Background: an optimization exercise with open tools, aiming at small area, a short achievable clock period and few clock cycles per item. Do not read the settings as production practice.
Function was checked by simulation only, so behaviour that the tests miss may differ from the original.
Power and IR drop assume default switching activity.

## scaled_residual_add
module scaled_residual_add (
    input  logic        i_clk,
    input  logic        i_rst_n,
    input  logic        i_valid,
    output logic        o_stall,
    input  logic [31:0] i_addend_bits,
    input  logic [31:0] i_scaled_bits,
    input  logic        i_last_in,
    output logic        o_valid,
    input  logic        i_stall,
    output logic [31:0] o_sum_bits,
    output logic        o_last_out,
    input  logic        psel,
    input  logic        penable,
    input  logic        pwrite,
    input  logic [2:0]  paddr,
    input  logic [31:0] pwdata,
    output logic [31:0] prdata,
    output logic        pready
);
Settings: LEC_CHECK=0, CAP_MARGIN=20, CORE_MARGIN=2, CORE_UTILIZATION=60, CTS_BUF_LIST=sky130_fd_sc_hd__clkbuf_8, SETUP_SLACK_MARGIN=5, SLEW_MARGIN=20; clock period 9.5 ns.
run.sh (not shown) runs the stock make flow with config.mk's settings and CLKGATE_MAP_FILE= SYNTH_SCRIPT=/design/flow/synth_recipe.tcl, a recipe that flattens the netlist after the stock synthesis.
The first run passed the timing, DRC and antenna checks.
Testbench counts at the start, summed over its fixed seeds: cycles 16,056, items 16,000.
Next try:
--- a/flow/design.v
+++ b/flow/design.v
@@ -93,32 +93,42 @@
         if (!i_rst_n) begin
             r_v  <= '0;
             r_ov <= 1'b0;
         end else if (en) begin
             r_v  <= {r_v[4:0], i_valid};
             r_ov <= r_v[5];
         end
     end
-    logic [22:0] n_sf;
+    logic [11:0] n_sneg, n_sone, n_stwo;
     logic signed [9:0] n_se;
     logic        n_snan, n_sinf, n_szero;
     always_comb begin
         logic [7:0]  ef;
         logic [23:0] sig, nrm;
         logic [4:0]  lz;
+        logic [25:0] ext;
         ef      = r_scale[30:23];
         sig     = {ef != 8'd0, r_scale[22:0]};
         lz      = lzc24(sig);
         nrm     = sig << lz;
         n_se    = $signed({2'b0, ((ef == 8'd0) ? 8'd1 : ef)}) - $signed({5'b0, lz});
         n_snan  = (ef == 8'hFF) && (r_scale[22:0] != 23'd0);
         n_sinf  = (ef == 8'hFF) && (r_scale[22:0] == 23'd0);
         n_szero = r_scale[30:0] == 31'd0;
-        n_sf    = nrm[22:0];
+        ext     = {2'b0, 1'b1, nrm[22:0]};
+        for (int j = 0; j < 12; j++) begin
+            logic g2, g1, g0;
+            g2 = ext[2*j+1];
+            g1 = ext[2*j];
+            g0 = (j == 0) ? 1'b0 : ext[2*j-1];
+            n_sneg[j] = g2 & ~(g1 & g0);
+            n_sone[j] = g1 ^ g0;
+            n_stwo[j] = (g2 & ~g1 & ~g0) | (~g2 & g1 & g0);
+        end
     end
     logic [31:0] n0_a;
     logic [22:0] n0_bf;
     logic signed [9:0] n0_eb;
     logic        n0_bs, n0_bnan, n0_binf, n0_bzero, n0_bf16;
     always_comb begin
         logic [31:0] b;
         logic [7:0]  ef;
@@ -138,54 +148,42 @@
         n0_bnan  = (ef == 8'hFF) && (b[22:0] != 23'd0);
         n0_binf  = (ef == 8'hFF) && (b[22:0] == 23'd0);
         n0_bzero = b[30:0] == 31'd0;
     end
     logic [31:0] r0_a;
     logic [22:0] r0_bf;
     logic signed [9:0] r0_eb;
     logic        r0_bs, r0_bnan, r0_binf, r0_bzero, r0_bf16, r0_last;
-    logic [22:0] r0_sf;
     logic [11:0] r0_sneg, r0_sone, r0_stwo;
     logic signed [9:0] r0_se;
     logic        r0_ss, r0_snan, r0_sinf, r0_szero;
     always_ff @(posedge i_clk) begin
         if (en) begin
             r0_a     <= n0_a;
             r0_bf    <= n0_bf;
             r0_eb    <= n0_eb;
             r0_bs    <= n0_bs;
             r0_bnan  <= n0_bnan;
             r0_binf  <= n0_binf;
             r0_bzero <= n0_bzero;
             r0_bf16  <= n0_bf16;
             r0_last  <= i_last_in;
-            r0_sf    <= n_sf;
+            r0_sneg  <= n_sneg;
+            r0_sone  <= n_sone;
+            r0_stwo  <= n_stwo;
             r0_se    <= n_se;
             r0_ss    <= r_scale[31];
             r0_snan  <= n_snan;
             r0_sinf  <= n_sinf;
             r0_szero <= n_szero;
         end
     end
     logic [47:0] n1_s, n1_c;
     logic        n1_pnan, n1_pinf, n1_pzero;
-    always_comb begin
-        logic [25:0] ext;
-        ext = {2'b0, 1'b1, r0_sf};
-        for (int j = 0; j < 12; j++) begin
-            logic g2, g1, g0;
-            g2 = ext[2*j+1];
-            g1 = ext[2*j];
-            g0 = (j == 0) ? 1'b0 : ext[2*j-1];
-            r0_sneg[j] = g2 & ~(g1 & g0);
-            r0_sone[j] = g1 ^ g0;
-            r0_stwo[j] = (g2 & ~g1 & ~g0) | (~g2 & g1 & g0);
-        end
-    end
     sra_mul_csa u_mul (
         .b  ({1'b1, r0_bf}),
         .neg(r0_sneg),
         .one(r0_sone),
         .two(r0_stwo),
         .s  (n1_s),
         .c  (n1_c)
     );
After rerunning: Worst setup slack improved by 120 ps. Fmax climbs by a few percent. Final area rises slightly. Wire length is higher by a few percent. Sequential share of layout area rises by 0.17 points. Global-route usage goes up by 0.23 points. Register-to-register slack is better by 120 ps. Total power increases by a few percent.
Testbench counts after the change, summed over its fixed seeds: cycles 16,056, items 16,000.

==> afterwards: timing with drivers on the ports <==
The flow's constraints put no driver on any port. The routed layouts listed below were extracted and timed again, unchanged, in two steps. Step 1 assumes that a clkbuf_16 drives the clock port and a buf_2 every other input. Step 2 times the ports against the registers' clock, not the clock port: input delays grow and output delays shrink by t, the midpoint of the rising clock arrivals with the driver on. Three values: ideal ports, drivers, drivers and shift; two values: the first two.
run	t (ns)	slack for setup (ns)	worst data-port slew with drivers (ns)
the first run	0.794	4.965 / 4.965 / 4.352	0.05
the second run	0.808	5.087 / 4.962 / 4.344	0.14
After both steps every run listed still meets setup and hold. The setup slack of the second run, which loses most, moves by -0.125 ns with the drivers and by -0.743 ns with both steps.
